This design comes from an exercise in tuning for small area, a short achievable clock period and few clock cycles per item on the open sky130 flow, not from production work. Function was not checked in any run shown here: the RTL went through the layout flow alone. Power is estimated from default activity; no workload was simulated.

## design.v

```verilog
package tsbd_pkg;
    localparam logic [1:0] FMT_RGBA8888 = 2'd0;
    localparam logic [1:0] FMT_RGBA4444 = 2'd1;
    localparam logic [1:0] FMT_RGB565   = 2'd2;
    localparam logic [1:0] FMT_RGBA5551 = 2'd3;
endpackage
module texel_stream_to_bgra_decoder_core (
    input  logic        aclk,
    input  logic        aresetn,
    input  logic        cfg_wr_en,
    input  logic [2:0]  cfg_addr,
    input  logic [13:0] cfg_wdata,
    input  logic        s_valid,
    output logic        s_ready,
    input  logic [31:0] s_texel_word,
    output logic        m_valid,
    input  logic        m_ready,
    output logic [23:0] m_pixel_index,
    output logic [7:0]  m_blue,
    output logic [7:0]  m_green,
    output logic [7:0]  m_red,
    output logic [7:0]  m_alpha,
    output logic        m_image_end
);
    logic [1:0]  fmt_reg;
    logic        tiled_reg;
    logic [12:0] w_reg;      
    logic [12:0] h_reg;      
    logic [13:0] p_reg;      
    logic [12:0] x_reg;
    logic [11:0] y_reg;
    logic [23:0] l_reg;
    logic [23:0] t_reg;
    logic        xin_reg;    
    logic        yin_reg;    
    logic        pge_reg;    
    logic        skid_v;
    logic [31:0] skid_word;
    logic        m_v;
    logic [23:0] m_idx;
    logic [7:0]  m_b, m_g, m_r, m_a;
    logic        m_end;
    logic        cfg_hit, acc, out_free, keep, endp, adv, load_out;
    logic        xw, yh, xp, x_last, y_last, cend, rend;
    logic [13:0] xp1;
    logic [12:0] yp1;
    logic [23:0] l_plus_w;
    logic [31:0] src_word;
    logic [7:0]  dec_b, dec_g, dec_r, dec_a;
    function automatic logic [12:0] clamp_dim(input logic [12:0] d);
        clamp_dim = {d[12], d[12] ? 11'd0 : d[11:1],
                     !d[12] && (d[0] || (d[11:1] == 11'd0))};
    endfunction
    function automatic logic [13:0] clamp_pitch(input logic [13:0] d);
        clamp_pitch = {d[13], d[13] ? 12'd0 : d[12:1],
                       !d[13] && (d[0] || (d[12:1] == 12'd0))};
    endfunction
    assign cfg_hit  = cfg_wr_en && (cfg_addr <= 3'd4);
    assign s_ready  = !skid_v;
    assign acc      = s_valid && !skid_v;
    assign out_free = !m_v || m_ready;
    assign xp1 = {1'b0, x_reg} + 14'd1;
    assign yp1 = {1'b0, y_reg} + 13'd1;
    assign xw  = (xp1 == {1'b0, w_reg});
    assign yh  = (yp1 == h_reg);
    assign xp  = (xp1 == p_reg);
    assign keep = xin_reg && yin_reg;
    assign endp = xw && yh;
    assign load_out = out_free && (skid_v || (acc && keep));
    assign adv      = (skid_v && out_free) || (acc && (!keep || out_free));
    assign x_last = xw || !xin_reg;
    assign y_last = yh || !yin_reg;
    assign cend   = tiled_reg ? (&x_reg[4:0]) : (x_last && (xp || pge_reg));
    assign rend   = tiled_reg ? (&y_reg[4:0]) : 1'b1;
    assign l_plus_w = l_reg + {11'd0, w_reg};
    always_ff @(posedge aclk) begin
        if (!aresetn) begin
            fmt_reg   <= 2'd1;
            tiled_reg <= 1'b0;
            w_reg     <= 13'd1;
            h_reg     <= 13'd1;
            p_reg     <= 14'd1;
        end else if (cfg_wr_en) begin
            case (cfg_addr)
                3'd0: fmt_reg   <= cfg_wdata[1:0];
                3'd1: tiled_reg <= cfg_wdata[0];
                3'd2: w_reg     <= clamp_dim(cfg_wdata[12:0]);
                3'd3: h_reg     <= clamp_dim(cfg_wdata[12:0]);
                3'd4: p_reg     <= clamp_pitch(cfg_wdata);
                default: ;
            endcase
        end
    end
    always_ff @(posedge aclk) begin
        if (!aresetn || cfg_hit) begin
            x_reg   <= '0;
            y_reg   <= '0;
            l_reg   <= '0;
            t_reg   <= '0;
            xin_reg <= 1'b1;
            yin_reg <= 1'b1;
            pge_reg <= 1'b0;
        end else if (adv) begin
            if (!cend) begin
                x_reg   <= xp1[12:0];
                xin_reg <= xin_reg && !xw;
                pge_reg <= pge_reg || xp;
            end else if (tiled_reg && !rend) begin
                x_reg   <= {x_reg[12:5], 5'd0};
                xin_reg <= 1'b1;
                y_reg   <= yp1[11:0];
                yin_reg <= yin_reg && !yh;
                l_reg   <= l_plus_w;
            end else if (tiled_reg && !x_last) begin
                x_reg   <= xp1[12:0];
                xin_reg <= 1'b1;
                y_reg   <= {y_reg[11:5], 5'd0};
                yin_reg <= 1'b1;
                l_reg   <= t_reg;
            end else if (!y_last) begin
                x_reg   <= '0;
                xin_reg <= 1'b1;
                pge_reg <= 1'b0;
                y_reg   <= yp1[11:0];
                yin_reg <= 1'b1;
                l_reg   <= l_plus_w;
                t_reg   <= l_plus_w;
            end else begin
                x_reg   <= '0;
                xin_reg <= 1'b1;
                pge_reg <= 1'b0;
                y_reg   <= '0;
                yin_reg <= 1'b1;
                l_reg   <= '0;
                t_reg   <= '0;
            end
        end
    end
    assign src_word = skid_v ? skid_word : s_texel_word;
    always_comb begin
        case (fmt_reg)
            2'd0: begin
                dec_r = src_word[7:0];
                dec_g = src_word[15:8];
                dec_b = src_word[23:16];
                dec_a = src_word[31:24];
            end
            2'd1: begin
                dec_a = {src_word[3:0], src_word[3:0]};
                dec_b = {src_word[7:4], src_word[7:4]};
                dec_g = {src_word[11:8], src_word[11:8]};
                dec_r = {src_word[15:12], src_word[15:12]};
            end
            2'd2: begin
                dec_b = {src_word[4:0], src_word[4:2]};
                dec_g = {src_word[10:5], src_word[10:9]};
                dec_r = {src_word[15:11], src_word[15:13]};
                dec_a = 8'hFF;
            end
            default: begin
                dec_a = src_word[0] ? 8'hFF : 8'h00;
                dec_b = {src_word[5:1], src_word[5:3]};
                dec_g = {src_word[10:6], src_word[10:8]};
                dec_r = {src_word[15:11], src_word[15:13]};
            end
        endcase
    end
    always_ff @(posedge aclk) begin
        if (!aresetn) begin
            skid_v <= 1'b0;
            m_v    <= 1'b0;
        end else begin
            if (skid_v) skid_v <= !out_free;
            else        skid_v <= acc && keep && !out_free;
            if (out_free) m_v <= skid_v || (acc && keep);
        end
    end
    always_ff @(posedge aclk) begin
        if (!skid_v) skid_word <= s_texel_word;
    end
    always_ff @(posedge aclk) begin
        if (load_out) begin
            m_idx <= l_reg + {12'd0, x_reg[11:0]};
            m_end <= endp;
            m_b   <= dec_b;
            m_g   <= dec_g;
            m_r   <= dec_r;
            m_a   <= dec_a;
        end
    end
    assign m_valid       = m_v;
    assign m_pixel_index = m_idx;
    assign m_blue        = m_b;
    assign m_green       = m_g;
    assign m_red         = m_r;
    assign m_alpha       = m_a;
    assign m_image_end   = m_end;
endmodule
```

## run.sh

```bash
#!/bin/bash
# synth_recipe.tcl (not shown) runs the flow's synth.tcl, then flattens the netlist and writes it again
# the make line also repeats each setting of config.mk as NAME=value (left out here)
make -C /OpenROAD-flow-scripts/flow DESIGN_CONFIG=/design/flow/config.mk WORK_HOME=/design/flow/orfs CLKGATE_MAP_FILE= SYNTH_SCRIPT=/design/flow/synth_recipe.tcl finish
```

## config.mk

```make
export PLATFORM = sky130hd
export DESIGN_NAME = texel_stream_to_bgra_decoder_core
export DESIGN_NICKNAME = texel_stream_to_bgra_decoder_core
export VERILOG_FILES = /design/flow/design.v
export SDC_FILE = /design/flow/constraint.sdc
export NUM_CORES = 4
export LEC_CHECK = 0
export CAP_MARGIN = 20
export CORE_MARGIN = 2
export CORE_UTILIZATION = 40
export SETUP_SLACK_MARGIN = 4.0
export SLEW_MARGIN = 20
```

## constraint.sdc

```tcl
create_clock -name core_clock -period 6.5 [get_ports {aclk}]
set_input_delay 1.3000 -clock core_clock [delete_from_list [all_inputs] [get_ports {aclk}]]
set_output_delay 1.3000 -clock core_clock [all_outputs]
set_load 0.01 [all_outputs]
```

==> results of run 1 <==
==> what timing repair did <==
| item | in CTS | in global routing |
|---|---|---|
| setup endpoints to repair | 232 | 210 |
| resized for setup | 220 | 136 |
| pin swaps | 71 | 63 |
| setup buffers | 82 | 26 |
| cloned | 6 | 4 |
==> logic make-up (layout without fill, tap and decap cells) <==
family | Yosys count | after routing | synth area share
buffers and inverters | 116 | 317 | 0.0427
muxes | 50 | 50 | 0.0471
adders and majority gates | 31 | 31 | 0.0356
and+or+nand+nor | 423 | 425 | 0.190
DFF | 210 | 210 | 0.421
xor gates and xnor gates | 83 | 83 | 0.0641
AOI/OAI and AO/OA | 342 | 345 | 0.200
==> where the power goes <==
part	leakage [nW]	internal, W	switching (W)
combinational	3.62	0.000425	0.000431
sequential	1.82	0.00143	0.0000318
clock	0.409	0.000847	0.000568
total	5.85	0.00270	0.00103
==> worst paths after layout <==
| path | start | endpoint | slack, ns |
|---|---|---|---|
| max | x_reg[0] | x_reg[5] | 3.29 |
| min | t_reg[8] | t_reg[8] | 0.46 |
| max reg2reg | x_reg[0] | x_reg[5] | 3.29 |
| min reg2reg | t_reg[8] | t_reg[8] | 0.46 |
==> layer usage <==
| metal | GRT usage | vias up | routed length (um) |
|---|---|---|---|
| li1 | - | 4959 | - |
| met1 | 0.307 | 4861 | 15800 |
| met4 | 0.0829 | 0 | 1160 |
| met5 | 0 | - | 0 |
| met2 | 0.359 | 362 | 16200 |
| met3 | 0.0323 | 85 | 2010 |
==> area by class of cell <==
cell class	count	area (sq um)
clock inverter	8	68.8
clock buffer	37	762
multi-input combinational	934	7060
fill	2451	12200
sequential	210	4820
timing repair buffer	233	2280
inverter	39	149
tap	378	473
==> Yosys cell counts, types with 6 or more instances <==
library cell,count,area share
a21boi_0,28,0.019
a21oi_1,65,0.029
a22o_1,24,0.019
a2bb2oi_1,6,0.0046
a31oi_1,31,0.017
and2_1,6,0.0033
and3_1,11,0.0061
buf_2,15,0.0066
clkbuf_1,56,0.019
dfxtp_1,153,0.27
edfxtp_1,57,0.15
ha_1,29,0.032
inv_1,38,0.013
mux2_2,27,0.027
mux2i_1,23,0.020
nand2_1,150,0.050
nand2b_1,8,0.0044
nand3_1,27,0.012
nand3b_1,6,0.0040
nand4_1,17,0.0094
nor2_1,76,0.025
nor2b_1,35,0.019
nor3_1,28,0.012
nor3b_1,14,0.0093
nor4_1,6,0.0033
o211ai_1,11,0.0073
o21a_1,8,0.0053
o21ai_0,92,0.041
o21ai_1,7,0.0031
o31a_1,10,0.0077
o31ai_1,10,0.0066
o32ai_1,7,0.0054
xnor2_1,50,0.039
xor2_1,33,0.026
==> cell usage in the layout, fill, tap and decap left out, types with 31 or more instances in the layout <==
cell type,instances
nand2_1,139
dfxtp_1,132
xnor2_1,45
edfxtp_1,57
o21ai_0,64
inv_1,37
nor2b_1,31
clkdlybuf4s50_1,51
xor2_1,32
nor2_1,61
a21oi_1,51
clkdlybuf4s15_1,41
buf_4,76
==> worst max-delay path: stages, from the launching register on <==
cell and delay (ns):
dfxtp_4 0.37, ha_4 0.15, nand3_4 0.11, inv_4 0.09, ha_4 0.21, xor2_2 0.15
nor3_2 0.15, buf_4 0.14, nand4_1 0.10, nor3_2 0.19, nand3b_1 0.19, o31ai_4 0.40
a31o_4 0.34, buf_12 0.15, nor2_4 0.07, a22oi_1 0.22, nor2_1 0.05
==> per-stage QoR <==
step,cell area [sq um],power [W]
floorplan,11600,0.00181
global placement,12900,0.00201
detailed placement,12900,0.00202
CTS,14900,0.00363
global route,15600,0.00386
finish,15600,0.00373
==> impl_metrics.yaml, run 1 <==
critical_path:
  path_max_fanout: 8
  ff2ff_path_depth: 16
  end_kind: "flop"
  startpoint_type: "flop"
  required_ns: 6.90
  crit_arrival_ns: 3.61
  critical_path_class: "reg -> reg"
floorplanning:
  io-pin-count: 113
  coreArea_sq_um: 27900
  start_util: 0.407
  die_x_um: 172
  chipHeight_um: 172
  std_cell_rows: 61
  dieArea_sq_um: 29700
detailed_routing:
  routedWlPerCell_um: 19.1
  via_per_inst: 5.58
  vias: 10300
  drt_iter0_drc: 708
  ant_nets: 0
  first_pass_iters: 5
  drt-total-wl_um: 35100
  post-route-drc-count: 0
yosys:
  yosys_register_bits: 210
  syn_area_sq_um: 11300
  yosysSeqAreaShare: 0.421
  netlist_instances: 1255
  avgSynthCellArea_sq_um: 9.03
  ys_types: 80
  yosys_warnings: 1
  synth_nets: 1340
  synth_ff_type: "dfxtp_1"
  synth_edf_count: 57
  synthArstFlopShare: 0
timing:
  worst_slack_ns: 3.29
  finalCriticalPeriod_ns: 3.21
  setup-tns-final_ns: 0
  skew_ns: 0.0117
  rsz0062_at_grt: "yes"
  period_share: 0.494
  max_freq_mhz: 312
  drv_slew: 0
  tightest_slew_ns: 0.776
  holdWs_ns: 0.457
  slew_headroom: 0.483
  final_hold_viol_count: 0
  setup_viol: 0
clock_tree:
  cts_max_path_buffers: 3
  cts_sinks: 210
  cts_hold_buffers: 0
  clkLatencyLatePin_ns: 0.54
  root_buffer: "clkbuf_16"
  cts_tree: "built"
  clk_pin_slew_ns: 0.06
  cts_buffers: 25
  cts-htree-levels: 1
finish:
  nets: 1528
  largest-register: "skid_word"
  antenna_cells: 0
  area_delta_synth_final_pct: 37.8
  final_cells: 1839
  largest_reg_flops: 32
  drive_gt1_frac: 0.259
  utilization: 0.561
power:
  ir_drop_mv: 0.198
  power_leakage_nw: 5.85
  p_per_area_nw_per_um2: 239
placed_design:
  place_hpwl_um: 21900
  gp_congestion: 0.991
  io_buffers: 112
  dp.cells: 1676
  dp_slack_ns: 2.25
run:
  maxCapViolCount: 0
global_route:
  grt_overflow: 0
  grt_max_degree: 58
  grt_pass1_wl_um: 52400
  grt_pass1_vias: 9578
  grt_usage: 0.224
  grt_antenna_before_repair: 0
min_path:
  hold_class: "reg -> reg"
  hold_path_depth: 2
run_status:
  outcome: "complete, no violations"
==> run 2: changes to the inputs <==
--- a/config.mk
+++ b/config.mk
@@ -8,5 +8,7 @@
 export CAP_MARGIN = 20
 export CORE_MARGIN = 2
 export CORE_UTILIZATION = 40
+export CTS_CLUSTER_DIAMETER = 100
+export CTS_CLUSTER_SIZE = 30
 export SETUP_SLACK_MARGIN = 4.0
 export SLEW_MARGIN = 20
==> run 2 against run 1 <==
Still clean on timing, DRC and antenna. Die area unchanged. Synthesized cell count unchanged. Combinational power shrank 5.6%. Largest power group unchanged.
==> impl_metrics.yaml, run 2 <==
floorplanning:
  coreArea_sq_um: 27900
  io-pin-count: 113
  chipHeight_um: 172
  start_util: 0.407
  std_cell_rows: 61
  die_x_um: 172
  dieArea_sq_um: 29700
clock_tree:
  cts_sinks: 210
  clk_pin_slew_ns: 0.12
  root_buffer: "clkbuf_16"
  cts_buffers: 12
  cts-htree-levels: 1
  cts_max_path_buffers: 3
  cts_tree: "built"
  clkLatencyLatePin_ns: 0.49
detailed_routing:
  drt-total-wl_um: 33900
  routedWlPerCell_um: 18.9
  post-route-drc-count: 0
  vias: 9978
  drt_iter0_drc: 733
  first_pass_iters: 5
  via_per_inst: 5.58
  ant_nets: 0
global_route:
  grt_pass1_vias: 9264
  grt_antenna_before_repair: 0
  grt_overflow: 0
  grt_max_degree: 58
  grt_usage: 0.219
  grt_pass1_wl_um: 51300
critical_path:
  critical_path_class: "reg -> reg"
  crit_arrival_ns: 3.61
  ff2ff_path_depth: 13
  required_ns: 6.91
  path_max_fanout: 10
  worst_r2r_endpoint: "l_reg[11]"
  critPathCapture: "l_reg[11]"
  regToRegSetupSlack_ns: 3.30
  end_kind: "flop"
  crit_start: "x_reg[9]"
  startpoint_type: "flop"
  reg2reg_from: "x_reg[9]"
power:
  p_int_w: 0.00221
  swShare: 0.296
  ir_drop_mv: 0.127
  p_seq_frac: 0.464
  p_sw_w: 0.000927
  power_leakage_nw: 5.54
  comb_power_share: 0.257
  clkPwrFrac: 0.279
  p_total_w: 0.00314
  p_per_area_nw_per_um2: 209
yosys:
  syn_area_sq_um: 11300
  yosysTopAreaCellShare: 0.270
  yosysMostFrequentCell: "dfxtp_1"
  synth_ff_type: "dfxtp_1"
  avgSynthCellArea_sq_um: 9.03
  synthArstFlopShare: 0
  yosys.area.top_type: "dfxtp_1"
  synth_edf_count: 57
  ys_types: 80
  yosys_warnings: 1
  yosys_register_bits: 210
  synth_nets: 1340
  yosysSeqAreaShare: 0.421
  synth_common_cells: "dfxtp_1, nand2_1, o21ai_0"
  synth_area_leaders: "dfxtp_1, edfxtp_1, nand2_1"
  netlist_instances: 1255
timing:
  max_freq_mhz: 313
  skew_ns: 0.0173
  slew_headroom: 0.503
  finalCriticalPeriod_ns: 3.20
  rsz0062_at_grt: "yes"
  worst_slack_ns: 3.30
  final_hold_viol_count: 0
  tightest_slew_ns: 0.745
  period_share: 0.492
  setup_viol: 0
  setup-tns-final_ns: 0
  drv_slew: 0
  holdWs_ns: 0.473
finish:
  mostFrequentLayoutCells: "nand2_1, dfxtp_1, o21ai_0"
  design_area_sq_um: 15000
  final_common_cell: "nand2_1"
  largest_reg_flops: 32
  largest-register: "skid_word"
  area_delta_synth_final_pct: 32.6
  nets: 1490
  drive_gt1_frac: 0.232
  antenna_cells: 0
run_status:
  outcome: "complete, no violations"
run:
  maxCapViolCount: 0
placed_design:
  gp_congestion: 0.991
  dp_slack_ns: 2.25
  io_buffers: 112
  dpl-instance-area_sq_um: 12900
  place_hpwl_um: 21900
min_path:
  hold_class: "reg -> reg"
run 2: cell counts after synthesis:
No cell type changed its count.
run 2: worst min-delay path by stage:
stage | cells after the start | slack (ns) | to | from
4_1_cts | 2 | 0.47 | t_reg[21] | t_reg[21]
5_1_grt | 2 | 0.48 | t_reg[8] | t_reg[8]
3_3_place_gp | 2 | 0.44 | t_reg[23] | t_reg[23]
2_1_floorplan | 2 | 0.42 | t_reg[1] | t_reg[1]
6_report | 2 | 0.47 | t_reg[20] | t_reg[20]
3_5_place_dp | 2 | 0.44 | t_reg[21] | t_reg[21]
run 2: kinds of logic (layout without fill, tap and decap cells):
| family | Yosys count | count (layout) | share of synthesized area |
|---|---|---|---|
| adder cells (fa/ha/maj) | 31 | 31 | 0.0356 |
| AND/OR/NAND/NOR | 423 | 425 | 0.190 |
| AO/OA/AOI/OAI | 342 | 344 | 0.200 |
| XOR/XNOR | 83 | 83 | 0.0641 |
| flip-flops | 210 | 210 | 0.421 |
| multiplexers | 50 | 50 | 0.0471 |
| buffers and inverters | 116 | 268 | 0.0427 |
run 2: per-stage QoR:
step,util,cells
floorplan,-,1255
global placement,0.463,1676
detailed placement,0.463,1676
CTS,0.516,1765
global route,0.539,1789
finish,0.539,1789
run 2: area by class of cell:
type | instances | area [sq um]
multi-input combinational | 933 | 7060
clock buffer | 14 | 329
timing repair buffer | 209 | 2110
inverter | 39 | 149
tap | 378 | 473
sequential | 210 | 4840
clock inverter | 6 | 67.6
fill | 2530 | 12800
run 2: timing repair:
action                                  CTS  global route
hold buffers                              0             0
buffers inserted                         62            21
pin swaps                                54            45
endpoints found under the setup margin  231           144
cloned                                    7             3
gates resized for setup                 194           118
run 2: per-layer routing:
layer / vias to the layer above / track usage / share of wire
met2: 296 / 0.353 / 0.47
li1: 4861 / - / -
met1: 4773 / 0.311 / 0.46
met4: 0 / 0.0592 / 0.019
met3: 48 / 0.0254 / 0.049
met5: - / 0 / 0
run 2: critical path: stages (launching register included):
cell	delay, ns
dfxtp_2	0.50
and4_1	0.34
nand4_1	0.14
buf_4	0.20
a32oi_1	0.20
nand4_1	0.18
nor4_4	0.47
o21ai_2	0.11
buf_6	0.16
nor2_4	0.14
nor2b_4	0.26
buf_6	0.15
nand2_2	0.06
a31oi_1	0.19
run 2: power groups by stage:
stage               clock network [W]  registers [W]  logic, W
finish                       0.000873        0.00145  0.000807
global route                 0.000947        0.00146  0.000851
CTS                          0.000898        0.00145  0.000690
detailed placement                  0        0.00150  0.000522
global placement                    0        0.00149  0.000517
floorplan                           0        0.00151  0.000298

==> static timing again, ports no longer ideal <==
Ports are ideal in the flow. The routed layouts listed here were re-timed in OpenROAD.
Step 1 sets driving cells, clkbuf_16 on the clock port and buf_2 on the other inputs (assumed; they add their load-dependent delay and slew).
Step 2 times the ports against the registers' clock, not the clock port: input delays grow and output delays shrink by t, the midpoint of the rising clock arrivals with the driver on.
Three values: no drivers, after step 1, after step 2; two values: the first two.
| run | shift t [ns] | setup WS [ns] | hold WS [ns] | slew at the worst register clock pin (ns) | worst slew at a driven data input, ns |
|---|---|---|---|---|---|
| run 1 | 0.582 | 3.291 / 3.291 / 2.850 | 0.457 / 0.457 / 0.457 | 0.06 / 0.06 | 0.06 |
| run 2 | 0.528 | 3.304 / 3.304 / 2.854 | 0.473 / 0.473 / 0.473 | 0.12 / 0.12 | 0.06 |
After both steps setup and hold are still met in every run listed. The setup slack of run 2, which loses most, moves by 0.000 ns with the drivers and by -0.450 ns with both steps.
